Background: an optimization exercise with open tools, aiming at small area. Do not read the settings as production practice. Function was checked by simulation only, so behaviour that the tests miss may differ from the original.

== build 60 ==
==> flow/design.v (excerpt) <==
module intra16_pred (
	input  logic                     clk,
	input  logic                     reset_n,
	input  logic [2:0]               edge_op,
	input  logic [32-1:0]       edge_word,
	input  logic                     top_avail,
	input  logic                     left_avail,
	input  logic                     param_strobe,
	input  logic                     plane_strobe,
	input  logic                     out_strobe,
	input  logic [3:0]               block_idx,
	input  logic [1:0]               mode,
	output logic [127:0]             pred
);
	typedef logic [16:0] w17_t;
	function automatic w17_t rca(input w17_t a, input w17_t b, input logic ci);
		logic c;
		w17_t s;
		c = ci;
		for (int i = 0; i < 17; i++) begin
			s[i] = a[i] ^ b[i] ^ c;
			c = (a[i] & b[i]) | (a[i] & c) | (b[i] & c);
		end
		rca = s;
	endfunction
	function automatic w17_t csa_s(input w17_t a, input w17_t b, input w17_t c);
		csa_s = a ^ b ^ c;
	endfunction
	function automatic w17_t csa_c(input w17_t a, input w17_t b, input w17_t c);
		csa_c = ((a & b) | (a & c) | (b & c)) << 1;
	endfunction
	logic [31:0] top_w [4];     
	logic [31:0] left_w [4];
	logic [7:0]  corner;
	logic [3:0]  top_v;
	logic [3:0]  left_v;
	logic        corner_v;
	logic [1:0]  tw;
	logic        op_top;
	logic        op_left;
	logic        op_corner;
	logic [3:0]  wr_top;
	logic [3:0]  wr_left;
	assign op_top = (edge_op == 3'd1);
	assign op_corner = (edge_op == 3'd6);
	assign op_left = |wr_left;
	always_comb begin
		for (int w = 0; w < 4; w++) begin
			wr_top[w] = op_top && (tw == 2'(w));
			wr_left[w] = (edge_op == 3'(w + 2));
		end
	end
	always_ff @(posedge clk) begin
		for (int w = 0; w < 4; w++) begin
			if (wr_top[w]) top_w[w] <= edge_word;
			if (wr_left[w]) left_w[w] <= edge_word;
		end
		if (op_corner) corner <= edge_word[7:0];
	end
	always_ff @(posedge clk or negedge reset_n) begin
		if (!reset_n) begin
			top_v <= '0;
			left_v <= '0;
  ...
Size in the first run: about 2600 cells after synthesis, about 470 flip-flops, roughly 31000 um^2 of cells after synthesis.
export LEC_CHECK = 0
export CAP_MARGIN = 0
export CORE_MARGIN = 2
export CORE_UTILIZATION = 40
export CTS_BUF_LIST = sky130_fd_sc_hd__clkbuf_16
export CTS_CLUSTER_DIAMETER = 100
export CTS_CLUSTER_SIZE = 24
export PLACE_DENSITY = 0.75
export SLEW_MARGIN = 0
create_clock -name core_clock -period 12.0 [get_ports {clk}]
standard.sh (not shown) runs the stock make flow with config.mk's settings and CLKGATE_MAP_FILE= SYNTH_SCRIPT=/design/flow/synth_recipe.tcl, a recipe that flattens the netlist after the stock synthesis.
==> flow/flow/run.sh <==
#!/bin/bash
# Standard layout, except that the port buffers are the smallest buffer cell.
set -euo pipefail
export BUFFER_PORTS_ARGS="-buffer_cell sky130_fd_sc_hd__buf_1"
bash standard.sh finish > make_finish.log 2>&1
Build 60 went all the way through the flow, and no timing, DRC or antenna check failed.
#### Input delta (build 29 over build 60)
# build 60
export LEC_CHECK = 0
export CAP_MARGIN = 0
export CORE_MARGIN = 2
export CORE_UTILIZATION = 40
export CTS_BUF_LIST = sky130_fd_sc_hd__clkbuf_16
export CTS_CLUSTER_DIAMETER = 100
export CTS_CLUSTER_SIZE = 24
export PLACE_DENSITY = 0.75
export SLEW_MARGIN = 0
create_clock -name core_clock -period 12.0 [get_ports {clk}]
# build 29
export LEC_CHECK = 0
export CAP_MARGIN = 0
export CORE_MARGIN = 2
export CORE_UTILIZATION = 50
export CTS_BUF_LIST = sky130_fd_sc_hd__clkbuf_16
export CTS_CLUSTER_DIAMETER = 100
export CTS_CLUSTER_SIZE = 24
export PLACE_DENSITY = 0.65
export SLEW_MARGIN = 0
create_clock -name core_clock -period 12.0 [get_ports {clk}]
## What came out
Build 29 against build 60: first-pass GRT wire length higher; non-clock buffer count went down 4; total placed cells including tap cells shrank by 207; sequential share of cell area up 0.36 points.
Setup changes, build 29 to build 44
# build 29
export LEC_CHECK = 0
export CAP_MARGIN = 0
export CORE_MARGIN = 2
export CORE_UTILIZATION = 50
export CTS_BUF_LIST = sky130_fd_sc_hd__clkbuf_16
export CTS_CLUSTER_DIAMETER = 100
export CTS_CLUSTER_SIZE = 24
export PLACE_DENSITY = 0.65
export SLEW_MARGIN = 0
create_clock -name core_clock -period 12.0 [get_ports {clk}]
# build 44
export LEC_CHECK = 0
export CAP_MARGIN = 20
export CORE_MARGIN = 2
export CORE_UTILIZATION = 40
export CTS_BUF_LIST = sky130_fd_sc_hd__clkbuf_16
export CTS_CLUSTER_DIAMETER = 100
export CTS_CLUSTER_SIZE = 24
export SLEW_MARGIN = 20
create_clock -name core_clock -period 12.0 [get_ports {clk}]
Notes after the runs:
Filler cell count of build 44 exceeds that of build 29 by more than a quarter. Build 29 → build 44: post-route fraction of the period consumed by the critical path rose 0.42 points; all-layer global routing usage decreased 6.5 points; filler-free cell count of the finished design went up by 217. Between build 44 and build 29, the fraction of area in multi-input gates is lower for build 44. Compared build 44 against build 29; CTS clock-pin slew for the worst setup and hold paths within noise. Taking build 29 as the reference, in build 44 share of post-route cells with drive strength above 1 now larger; clock latency on the worst-skew pair climbed 20 ps.

Another version of the RTL of intra16_pred (not shown whole).
Size: ~2500 cells after synthesis, roughly 470 flip-flops, about 180 I/O pins, roughly 0.031 mm2 of cells after synthesis.
==> flow/design.v (excerpt) <==
module intra16_pred (
	input  logic                     clk,
	input  logic                     reset_n,
	input  logic [2:0]               edge_op,
	input  logic [32-1:0]       edge_word,
	input  logic                     top_avail,
	input  logic                     left_avail,
	input  logic                     param_strobe,
	input  logic                     plane_strobe,
	input  logic                     out_strobe,
	input  logic [3:0]               block_idx,
	input  logic [1:0]               mode,
	output logic [127:0]             pred
);
export LEC_CHECK = 0
export CAP_MARGIN = 0
export CORE_MARGIN = 2
export CORE_UTILIZATION = 55
export CTS_BUF_LIST = sky130_fd_sc_hd__clkbuf_16
export CTS_CLUSTER_DIAMETER = 100
export CTS_CLUSTER_SIZE = 24
export PLACE_DENSITY = 0.7
export SLEW_MARGIN = 0
create_clock -name core_clock -period 12.0 [get_ports {clk}]
Scripts as last shown in full above: flow/flow/run.sh
The starting point completed with no timing, DRC or antenna violations.
Then changed:
--- a/flow/config.mk
+++ b/flow/config.mk
@@ -8,8 +8,8 @@
 export CAP_MARGIN = 0
 export CORE_MARGIN = 2
-export CORE_UTILIZATION = 55
+export CORE_UTILIZATION = 60
 export CTS_BUF_LIST = sky130_fd_sc_hd__clkbuf_16
 export CTS_CLUSTER_DIAMETER = 100
 export CTS_CLUSTER_SIZE = 24
-export PLACE_DENSITY = 0.7
+export PLACE_DENSITY = 0.75
 export SLEW_MARGIN = 0
What happened: Design area fell by 0.36%. Routed wire length fell by 2.8%. Sequential share of layout area climbs by 0.14 points. Hold slack got worse by 0.015 ns. Area after synthesis is unchanged. Setup slack is better by 0.050 ns. Fmax goes up by 0.43%. First-iteration DRC count drops by 7.9%.

## afterwards: timing with drivers on the ports
How much do the figures lean on ideal ports? The routed layouts below were timed once more, with nothing changed but the port constraints.
Step 1, drivers: a clkbuf_16 drives clk and a buf_2 each remaining input, both assumed.
Step 2 times the ports against the registers' clock, not the clock port: input delays grow and output delays shrink by t, the midpoint of the rising clock arrivals with the driver on.
a / b / c = ideal / step 1 / step 2; a / b = the first two.
| run | shift t [ns] | slack for setup (ns) | worst hold slack (ns) | worst slew at a driven data input, ns | pins driven straight from the clock port |
|---|---|---|---|---|---|
| build 60 | 0.636 | 0.214 / 0.154 / 0.790 | 0.482 / 0.482 / 0.482 | 0.15 | 1 |
| build 29 | 0.635 | 0.289 / 0.227 / 0.862 | 0.454 / 0.454 / 0.454 | 0.16 | 1 |
| build 44 | 0.651 | 0.239 / 0.176 / 0.827 | 0.474 / 0.474 / 0.474 | 0.14 | 1 |
| the first run of note 2 | 0.663 | 0.247 / 0.186 / 0.849 | 0.485 / 0.485 / 0.485 | 0.13 | 1 |
| the second run of note 2 | 0.640 | 0.297 / 0.234 / 0.853 | 0.470 / 0.470 / 0.470 | 0.13 | 1 |
After both steps every run listed still meets setup and hold.
